This design comes from an exercise in tuning for small area, a short achievable clock period and few clock cycles per item on the open sky130 flow, not from production work. Power and IR drop assume default switching activity.

==> 02-09: inputs <==
Design qr_cordic_top, start of the top module:
module qr_cordic_top #(
   parameter int data_w = 13
) (
   input  logic                clk,
   input  logic                rst_n,
   input  logic                valid,
   input  logic [4*data_w-1:0] in,
   output logic                out_valid,
   output logic [4*data_w-1:0] out
);
clock: 12.5 ns
lec_check: 0
cap_margin: 30
core_margin: 2
core_utilization: 30
slew_margin: 30
standard.sh (not shown) runs the stock make flow with config.mk's settings and CLKGATE_MAP_FILE= SYNTH_SCRIPT=/design/flow/synth_recipe.tcl, a recipe that flattens the netlist after the stock synthesis.
==> flow/flow/run.sh <==
#!/bin/bash
# Standard layout (the standard.sh, standard synthesis unchanged) with two
# changes to how it is made: timing repair is asked to leave a setup margin,
# so that the layout is pushed below the design's clock period, and the
# buffer on every input and output port is a plain buffer rather than the
# delay cell the resizer picks by default. Each step's output goes to its own
# log file here.
set -euo pipefail
ARGS=("SETUP_SLACK_MARGIN=8.8" "BUFFER_PORTS_ARGS=-buffer_cell sky130_fd_sc_hd__buf_4")
for step in synth floorplan place cts finish; do
  bash standard.sh "${ARGS[@]}" $step > log_$step.txt 2>&1
done
==> inputs of 12-07, as changes to 02-09 <==
==> flow/flow/run.sh (replaced) <==
#!/bin/bash
# Standard layout (the standard.sh, standard synthesis unchanged) with two
# changes to how it is made: timing repair is asked to leave a setup margin,
# so that the layout is pushed below the design's clock period, and the
# buffer on every input and output port is a plain buffer rather than the
# delay cell the resizer picks by default. Each step's output goes to its own
# log file here.
set -euo pipefail
ARGS=("SETUP_SLACK_MARGIN=8.6" "BUFFER_PORTS_ARGS=-buffer_cell sky130_fd_sc_hd__buf_4")
for step in synth floorplan place cts finish; do
  bash standard.sh "${ARGS[@]}" $step > log_$step.txt 2>&1
done
==> inputs of 07-15, as changes to 02-09 <==
--- a/flow/design.v
+++ b/flow/design.v
@@ -1,18 +1,18 @@
 `timescale 1ns/10ps
 module givens_cordic #(
    parameter int data_w = 13
 ) (
    input  logic                     clk,
    input  logic                     rst_n,
+   input  logic                     flush,
    input  logic signed [data_w-1:0] op_x,
    input  logic signed [data_w-1:0] op_y,
    input  logic                     start,
    input  logic                     mode,      
    input  logic [1:0]               pass,
-   input  logic                     nxt_mode,
    input  logic [1:0]               nxt_pass,
    input  logic [2:0]               row,       
    input  logic [1:0]               col,
    output logic                     done,
    output logic [2:0]               wr_row,
    output logic [1:0]               wr_col,
@@ -36,13 +36,14 @@
       x0_q <= op_x;
       y0_q <= op_y;
    end
    logic [num_iter-1:0]     dir_q  [num_pass];
    logic                    d_q     [0:num_iter-1];
    logic                    d_nxt   [0:num_iter-1];
-   logic                    rot_d_s [0:num_iter-1];
+   logic                    vec_d_s [0:num_iter-1];
+   logic                    fwd0;
    logic                    v_s    [0:num_iter];
    logic                    m_s    [0:num_iter];
    logic [1:0]              p_s    [0:num_iter];
    logic [2:0]              r_s    [0:num_iter];
    logic [1:0]              c_s    [0:num_iter];
    logic signed [ext_w-1:0] x_s    [0:num_iter];
@@ -64,14 +65,17 @@
          p_s[s]  = p_q[s];
          r_s[s]  = r_q[s];
          c_s[s]  = c_q[s];
          x_s[s]  = x_q[s];
          y_s[s]  = y_q[s];
       end
-      for (int s = 0; s < num_iter; s++) begin
+      d_s[0] = (m_s[0] == mode_vector) ? vec_d_s[0] : d_q[0];
+      for (int s = 1; s < num_iter; s++) begin
          d_s[s] = d_q[s];
+      end
+      for (int s = 0; s < num_iter; s++) begin
          if (d_s[s]) begin
             nx_s[s] = x_s[s] + (y_s[s] >>> s);
             ny_s[s] = y_s[s] - (x_s[s] >>> s);
          end else begin
             nx_s[s] = x_s[s] - (y_s[s] >>> s);
             ny_s[s] = y_s[s] + (x_s[s] >>> s);
@@ -82,26 +86,25 @@
       if (!rst_n) begin
          for (int s = 1; s <= num_iter; s++) begin
             v_q[s] <= 1'b0;
          end
       end else begin
          for (int s = 1; s <= num_iter; s++) begin
-            v_q[s] <= v_s[s-1];
+            v_q[s] <= v_s[s-1] && !flush;
          end
       end
    end
    always_comb begin
-      rot_d_s[0] = (v_s[0] && m_s[0] == mode_vector && p_s[0] == nxt_pass)
-                   ? d_q[0] : dir_q[nxt_pass][0];
-      d_nxt[0]   = (nxt_mode == mode_vector) ? (op_x[data_w-1] == op_y[data_w-1])
-                                             : rot_d_s[0];
+      vec_d_s[0] = (x0_q[data_w-1] == y0_q[data_w-1]);
       for (int s = 1; s < num_iter; s++) begin
-         rot_d_s[s] = (v_s[s] && m_s[s] == mode_vector && p_s[s] == p_s[s-1])
-                      ? d_q[s] : dir_q[p_s[s-1]][s];
-         d_nxt[s]   = (m_s[s-1] == mode_vector)
-                      ? (nx_s[s-1][ext_w-1] == ny_s[s-1][ext_w-1]) : rot_d_s[s];
+         vec_d_s[s] = (nx_s[s-1][ext_w-1] == ny_s[s-1][ext_w-1]);
+      end
+      fwd0     = v_s[0] && m_s[0] == mode_vector && p_s[0] == nxt_pass;
+      d_nxt[0] = fwd0 ? vec_d_s[0] : dir_q[nxt_pass][0];
+      for (int s = 1; s < num_iter; s++) begin
+         d_nxt[s] = (m_s[s-1] == mode_vector) ? vec_d_s[s] : dir_q[p_s[s-1]][s];
       end
    end
    always_ff @(posedge clk) begin
       for (int s = 0; s < num_iter; s++) begin
          d_q[s] <= d_nxt[s];
       end
@@ -110,15 +113,18 @@
          p_q[s]  <= p_s[s-1];
          r_q[s]  <= r_s[s-1];
          c_q[s]  <= c_s[s-1];
          x_q[s]  <= nx_s[s-1];
          y_q[s]  <= ny_s[s-1];
       end
-      for (int s = 0; s < num_iter; s++) begin
-         if (v_s[s] && m_s[s] == mode_vector) begin
-            dir_q[p_s[s]][s] <= d_s[s];
+      if (v_s[0] && m_s[0] == mode_vector) begin
+         dir_q[p_s[0]][0] <= vec_d_s[0];
+      end
+      for (int s = 1; s < num_iter; s++) begin
+         if (v_s[s-1] && m_s[s-1] == mode_vector) begin
+            dir_q[p_s[s-1]][s] <= vec_d_s[s];
          end
       end
    end
    logic [data_w+8:0] ext_x;
    logic [data_w+8:0] ext_y;
    logic [data_w+8:0] prod_x;
@@ -136,17 +142,20 @@
 `timescale 1ns/10ps
 module matrix_store #(
    parameter int data_w = 13
 ) (
    input  logic                       clk,
    input  logic                       rst_n,
+   input  logic                       flush,
    input  logic                       load_wr,
    input  logic [2:0]                 load_row,
    input  logic [4*data_w-1:0]        in,
    input  logic [2:0]                 rd_row,    
    input  logic [1:0]                 rd_col,
+   input  logic [1:0]                 rd_even,   
+   input  logic [1:0]                 rd_odd,
    output logic signed [data_w-1:0]   op_x,
    output logic signed [data_w-1:0]   op_y,
    input  logic                       wr_en,
    input  logic [2:0]                 wr_row,
    input  logic [1:0]                 wr_col,
    input  logic signed [data_w-1:0]   res_x,
@@ -165,13 +174,13 @@
    logic signed [data_w-1:0] rq_x_q;
    logic signed [data_w-1:0] rq_y_q;
    always_ff @(posedge clk or negedge rst_n) begin
       if (!rst_n) begin
          rq_en_q <= 1'b0;
       end else begin
-         rq_en_q <= wr_en;
+         rq_en_q <= wr_en && !flush;
       end
    end
    always_ff @(posedge clk) begin
       rq_row_q <= wr_row;
       rq_col_q <= wr_col;
       rq_x_q   <= res_x;
@@ -182,44 +191,46 @@
    logic [2:0]               rq_row_hi;
    logic [2:0]               wr_row_hi;
    assign res_even  = rq_row_q[0] ? rq_x_q : rq_y_q;
    assign res_odd   = rq_row_q[0] ? rq_y_q : rq_x_q;
    assign rq_row_hi = rq_row_q - 3'd1;
    assign wr_row_hi = wr_row - 3'd1;
+   logic signed [data_w-1:0] bus_even [num_cols];
+   logic signed [data_w-1:0] bus_odd  [num_cols];
+   always_comb begin
+      for (int c = 0; c < num_cols; c++) begin
+         bus_even[c] = load_wr ? in[c*data_w +: data_w] : res_even;
+         bus_odd[c]  = load_wr ? in[c*data_w +: data_w] : res_odd;
+      end
+   end
    always_ff @(posedge clk) begin
       for (int i = 0; i < num_rows*num_cols; i++) begin
-         if (load_wr && i[4:2] == load_row) begin
-            mat_q[i] <= in[i[1:0]*data_w +: data_w];
-         end else if (rq_en_q && i[1:0] == rq_col_q && (i[4:2] == rq_row_q || i[4:2] == rq_row_hi)) begin
-            mat_q[i] <= i[2] ? res_odd : res_even;
+         if ((load_wr && i[4:2] == load_row)
+             || (rq_en_q && i[1:0] == rq_col_q && (i[4:2] == rq_row_q || i[4:2] == rq_row_hi))) begin
+            mat_q[i] <= i[2] ? bus_odd[i[1:0]] : bus_even[i[1:0]];
          end
       end
    end
-   logic [1:0]               rd_even;
-   logic [1:0]               rd_odd;
    logic signed [data_w-1:0] even_c [num_cols];
    logic signed [data_w-1:0] odd_c  [num_cols];
    logic signed [data_w-1:0] even_q;
    logic signed [data_w-1:0] odd_q;
-   assign rd_even = out_load ? out_row[2:1] : rd_row[2:1];
-   assign rd_odd  = out_load ? out_row[2:1]
-                  : rd_row[0] ? rd_row[2:1] : rd_row[2:1] - 2'd1;
    always_comb begin
       for (int c = 0; c < num_cols; c++) begin
          even_c[c] = mat_q[{rd_even, 1'b0, c[1:0]}];
          odd_c[c]  = mat_q[{rd_odd, 1'b1, c[1:0]}];
       end
    end
    assign even_q = even_c[rd_col];
    assign odd_q  = odd_c[rd_col];
    logic [2:0] rd_row_hi;
    assign rd_row_hi = rd_row - 3'd1;
    assign op_x   = (rq_en_q && rq_row_q == rd_row_hi && rq_col_q == rd_col) ? rq_y_q
+                 : (load_wr && load_row == rd_row_hi && rd_col == 2'd0) ? in[data_w-1:0]
                  : rd_row[0] ? even_q : odd_q;
    assign op_y   = (wr_en && wr_row_hi == rd_row && wr_col == rd_col) ? res_x
-                 : (rq_en_q && rq_row_hi == rd_row && rq_col_q == rd_col) ? rq_x_q
                  : rd_row[0] ? odd_q : even_q;
    always_ff @(posedge clk or negedge rst_n) begin
       if (!rst_n) begin
          out_q <= '0;
       end else begin
          for (int c = 0; c < num_cols; c++) begin
@@ -247,17 +258,20 @@
    output logic       mode,
    output logic [1:0] pass,
    output logic       nxt_mode,
    output logic [1:0] nxt_pass,
    output logic [2:0] rd_row,
    output logic [1:0] rd_col,
+   output logic [1:0] rd_even,    
+   output logic [1:0] rd_odd,     
    output logic [2:0] row,
    output logic [1:0] col,
    output logic       out_load,
    output logic [2:0] out_row,
-   output logic       out_valid
+   output logic       out_valid,
+   output logic       flush
 );
    localparam logic mode_vector = 1'b0;
    localparam logic mode_rotate = 1'b1;
    localparam logic [3:0] last_round = 4'd9;
    localparam logic [3:0] last_phase = 4'd8;
    localparam logic [3:0] out_first  = 4'd6;
@@ -268,42 +282,58 @@
    logic       calc_q;       
    logic [3:0] round_q;      
    logic [3:0] phase_q;      
    logic       tail_q;       
    logic [3:0] tail_cnt_q;
    logic       out_valid_q;
+   logic       early_q;      
+   logic       late_q;       
+   logic       abort_q;
    logic       round_ok;
    logic       issue;
    logic       last_issue;
    logic       load_en;
    assign load_en  = valid && loading_q;
    assign load_wr  = loading_q;
    assign load_row = 3'(4'd7 - beats_q);
-   assign round_ok   = (beats_q > round_q) || (beats_q == 4'd8)
-                    || (round_q == 4'd1 && beats_q == 4'd1 && load_en);
-   assign issue      = calc_q && (phase_q != '0 || round_ok);
+   assign round_ok   = (beats_q == 4'd8)
+                    || (!late_q && ((beats_q > round_q)
+                                    || (round_q == 4'd1 && beats_q <= 4'd1 && load_en)));
+   assign issue      = (calc_q || load_en) && (phase_q != '0 || round_ok);
    assign last_issue = issue && (round_q == last_round) && (phase_q == last_phase);
    always_ff @(posedge clk or negedge rst_n) begin
       if (!rst_n) begin
          loading_q   <= 1'b1;
          beats_q     <= '0;
          calc_q      <= 1'b0;
          round_q     <= 4'd1;
          phase_q     <= '0;
          tail_q      <= 1'b0;
          tail_cnt_q  <= '0;
          out_valid_q <= 1'b0;
+         early_q     <= 1'b0;
+         late_q      <= 1'b0;
+         abort_q     <= 1'b0;
       end else begin
+         if (issue && loading_q) begin
+            early_q <= 1'b1;
+         end
+         abort_q <= early_q && loading_q && !valid;
          if (load_en) begin
             beats_q <= beats_q + 4'd1;
             calc_q  <= 1'b1;
             if (beats_q == 4'd7) begin
                loading_q <= 1'b0;
             end
          end
-         if (issue) begin
+         if (abort_q) begin
+            phase_q <= '0;
+            round_q <= 4'd1;
+            early_q <= 1'b0;
+            late_q  <= 1'b1;
+         end else if (issue) begin
             if (phase_q == last_phase) begin
                phase_q <= '0;
                round_q <= round_q + 4'd1;
             end else begin
                phase_q <= phase_q + 4'd1;
             end
@@ -317,20 +347,38 @@
             tail_cnt_q <= tail_cnt_q + 4'd1;
             if (tail_cnt_q == tail_last) begin
                tail_q    <= 1'b0;
                loading_q <= 1'b1;
                beats_q   <= '0;
                round_q   <= 4'd1;
+               late_q    <= 1'b0;
             end
          end
          out_valid_q <= out_load;
       end
    end
-   assign out_load  = tail_q && (tail_cnt_q >= out_first) && (tail_cnt_q <= out_last);
-   assign out_row   = 3'(out_last - tail_cnt_q);
+   logic       out_load_c;
+   logic [2:0] out_row_c;
+   logic       out_load_q;
+   logic [2:0] out_row_q;
+   assign out_load_c = tail_q && (tail_cnt_q >= out_first - 4'd1) && (tail_cnt_q <= out_last - 4'd1);
+   assign out_row_c  = 3'(out_last - 4'd1 - tail_cnt_q);
+   always_ff @(posedge clk or negedge rst_n) begin
+      if (!rst_n) begin
+         out_load_q <= 1'b0;
+      end else begin
+         out_load_q <= out_load_c;
+      end
+   end
+   always_ff @(posedge clk) begin
+      out_row_q <= out_row_c;
+   end
+   assign out_load  = out_load_q;
+   assign out_row   = out_row_q;
    assign out_valid = out_valid_q;
+   assign flush     = abort_q;
    logic [1:0] c_ph;
    logic [1:0] j_ph;
    always_comb begin
       case (phase_q)
          4'd0:    begin c_ph = 2'd0; j_ph = 2'd0; end
          4'd1:    begin c_ph = 2'd0; j_ph = 2'd1; end
@@ -348,38 +396,45 @@
    assign k_op   = round_q - {2'b00, c_ph, 1'b0};
    assign row_lo = 3'(4'd8 - k_op);
    logic       a_start_q;
    logic       a_mode_q;
    logic [1:0] a_pass_q;
    logic [2:0] a_row_q;
+   logic [1:0] rd_even_q;
+   logic [1:0] rd_odd_q;
    logic [1:0] a_col_q;
    logic       b_start_q;
    logic       b_mode_q;
    logic [1:0] b_pass_q;
    logic [2:0] b_row_q;
    logic [1:0] b_col_q;
    always_ff @(posedge clk or negedge rst_n) begin
       if (!rst_n) begin
          a_start_q <= 1'b0;
          b_start_q <= 1'b0;
       end else begin
-         a_start_q <= issue && (k_op >= 4'd1) && (k_op <= 4'd7 - {2'b00, c_ph});
-         b_start_q <= a_start_q;
+         a_start_q <= !abort_q && issue && (k_op >= 4'd1) && (k_op <= 4'd7 - {2'b00, c_ph});
+         b_start_q <= !abort_q && a_start_q;
       end
    end
    always_ff @(posedge clk) begin
       a_mode_q <= (c_ph == j_ph) ? mode_vector : mode_rotate;
       a_pass_q <= c_ph;
       a_row_q  <= row_lo;
+      rd_even_q <= out_load_c ? out_row_c[2:1] : row_lo[2:1];
+      rd_odd_q  <= out_load_c ? out_row_c[2:1]
+                 : row_lo[0] ? row_lo[2:1] : row_lo[2:1] - 2'd1;
       a_col_q  <= j_ph;
       b_mode_q <= a_mode_q;
       b_pass_q <= a_pass_q;
       b_row_q  <= a_row_q;
       b_col_q  <= a_col_q;
    end
    assign rd_row   = a_row_q;
+   assign rd_even  = rd_even_q;
+   assign rd_odd   = rd_odd_q;
    assign rd_col   = a_col_q;
    assign nxt_mode = a_mode_q;
    assign nxt_pass = a_pass_q;
    assign start    = b_start_q;
    assign mode     = b_mode_q;
    assign pass     = b_pass_q;
@@ -395,22 +450,25 @@
    input  logic                valid,
    input  logic [4*data_w-1:0] in,
    output logic                out_valid,
    output logic [4*data_w-1:0] out
 );
    logic       load_wr;
+   logic       flush;
    logic [2:0] load_row;
    logic       out_load;
    logic [2:0] out_row;
    logic                     gv_start;
    logic                     gv_mode;
    logic [1:0]               gv_pass;
    logic                     gv_nxt_mode;
    logic [1:0]               gv_nxt_pass;
    logic [2:0]               gv_rd_row;
    logic [1:0]               gv_rd_col;
+   logic [1:0]               rd_even;
+   logic [1:0]               rd_odd;
    logic [2:0]               gv_row;
    logic [1:0]               gv_col;
    logic signed [data_w-1:0] gv_op_x;
    logic signed [data_w-1:0] gv_op_y;
    logic                     gv_done;
    logic [2:0]               gv_wr_row;
@@ -427,26 +485,32 @@
       .mode      (gv_mode),
       .pass      (gv_pass),
       .nxt_mode  (gv_nxt_mode),
       .nxt_pass  (gv_nxt_pass),
       .rd_row    (gv_rd_row),
       .rd_col    (gv_rd_col),
+      .rd_even   (rd_even),
+      .rd_odd    (rd_odd),
       .row       (gv_row),
       .col       (gv_col),
       .out_load  (out_load),
       .out_row   (out_row),
-      .out_valid (out_valid)
+      .out_valid (out_valid),
+      .flush     (flush)
    );
    matrix_store #(.data_w(data_w)) matrix_store_i (
       .clk      (clk),
       .rst_n    (rst_n),
+      .flush    (flush),
       .load_wr  (load_wr),
       .load_row (load_row),
       .in       (in),
       .rd_row   (gv_rd_row),
       .rd_col   (gv_rd_col),
+      .rd_even  (rd_even),
+      .rd_odd   (rd_odd),
       .op_x     (gv_op_x),
       .op_y     (gv_op_y),
       .wr_en    (gv_done),
       .wr_row   (gv_wr_row),
       .wr_col   (gv_wr_col),
       .res_x    (gv_res_x),
@@ -455,16 +519,16 @@
       .out_row  (out_row),
       .out      (out)
    );
    givens_cordic #(.data_w(data_w)) givens_cordic_i (
       .clk     (clk),
       .rst_n   (rst_n),
+      .flush   (flush),
       .start   (gv_start),
       .mode    (gv_mode),
       .pass    (gv_pass),
-      .nxt_mode (gv_nxt_mode),
       .nxt_pass (gv_nxt_pass),
       .row     (gv_row),
       .col     (gv_col),
       .op_x    (gv_op_x),
       .op_y    (gv_op_y),
       .done    (gv_done),
==> flow/flow/run.sh (replaced) <==
#!/bin/bash
# Standard layout (the standard.sh, standard synthesis unchanged) with two
# changes to how it is made: timing repair is asked to leave a setup margin,
# so that the layout is pushed below the design's clock period, and the
# buffer on every input and output port is a plain buffer rather than the
# delay cell the resizer picks by default. Each step's output goes to its own
# log file here.
set -euo pipefail
ARGS=("SETUP_SLACK_MARGIN=8.6" "BUFFER_PORTS_ARGS=-buffer_cell sky130_fd_sc_hd__buf_4")
for step in synth floorplan place cts finish; do
  bash standard.sh "${ARGS[@]}" $step > log_$step.txt 2>&1
done
Settings changed: CTS_CLUSTER_DIAMETER set to 100, CTS_CLUSTER_SIZE set to 24, PLACE_DENSITY set to 0.8.
==> summary.txt <==
item                                                                                       07-15                   12-07                   02-09
Outcome                                                                 timing/DRC/antenna clean  timing/DRC/antenna clean  timing/DRC/antenna clean
GR Layer Usage met3                                                                       4.236%                  4.059%                  3.808%
Total of flip-flops plus latches after synthesis                                             914                     902                     902
Instance count of the mapped netlist                                                       4,209                   5,050                   5,050
Max VDD drop                                                                          0.09383 mV              0.09248 mV               0.1092 mV
Endpoint of the worst register-to-register path                      givens_cordic_i.dir_q[1][2]  givens_cordic_i.d_q[0]  givens_cordic_i.d_q[0]
Area used by multi-input combinational logic                                          23,830 µm²              27,030 µm²              27,750 µm²
Critical path destination                                                                out[42]                 out[24]                  out[1]
Synth warnings                                                                                28                      26                      26
Total length of routed met3 wires                                                      13,420 µm               12,900 µm               11,660 µm
Chip height                                                                             404.0 µm                417.7 µm                417.7 µm
P_clk                                                                                  0.00167 W               0.00286 W               0.00286 W
Overall die width                                                                       404.0 µm                417.7 µm                417.7 µm
Share of final-layout standard cells stronger than drive strength 1                       11.47%                  11.88%                  14.48%
Sequential cell count                                                                        914                     902                     902
Synth Area in Compound Gates                                                              10.61%                  17.44%                  17.44%
Clock buf/inv share                                                                       2.501%                  5.304%                  5.168%
Final period utilization                                                                  31.12%                  31.00%                  31.21%
Total nets after synthesis                                                                 4,664                   5,509                   5,509
Met2 Usage GRT                                                                            23.47%                  29.06%                  29.94%
No run of this note included a check of the RTL's function; only the layout flow was run.

-- separate check: timing with driven ports --
How much do the figures lean on ideal ports? The routed layouts below were timed once more, with nothing changed but the port constraints. Step 1 sets driving cells, clkbuf_16 on the clock port and buf_2 on the other inputs (assumed; they add their load-dependent delay and slew). Step 2 adds t to the input delays and takes it off the output delays; t is the mean of the earliest and latest rising clock arrival at the registers after step 1. Input paths then give back, and output paths get back, about the clock's delay inside the block. Slacks: ideal ports / drivers / drivers and shift; pairs: ideal ports / drivers.
run	t, ns	slack for setup (ns)	clock arrival spread, ns
02-09	0.794	8.599 / 8.522 / 8.500	0.089 / 0.089
12-07	0.773	8.625 / 8.542 / 8.497	0.054 / 0.054
07-15	0.711	8.610 / 8.540 / 8.351	0.058 / 0.058
After both steps every run listed still meets setup and hold. The setup slack of 07-15, which loses most, moves by -0.070 ns with the drivers and by -0.259 ns with both steps.
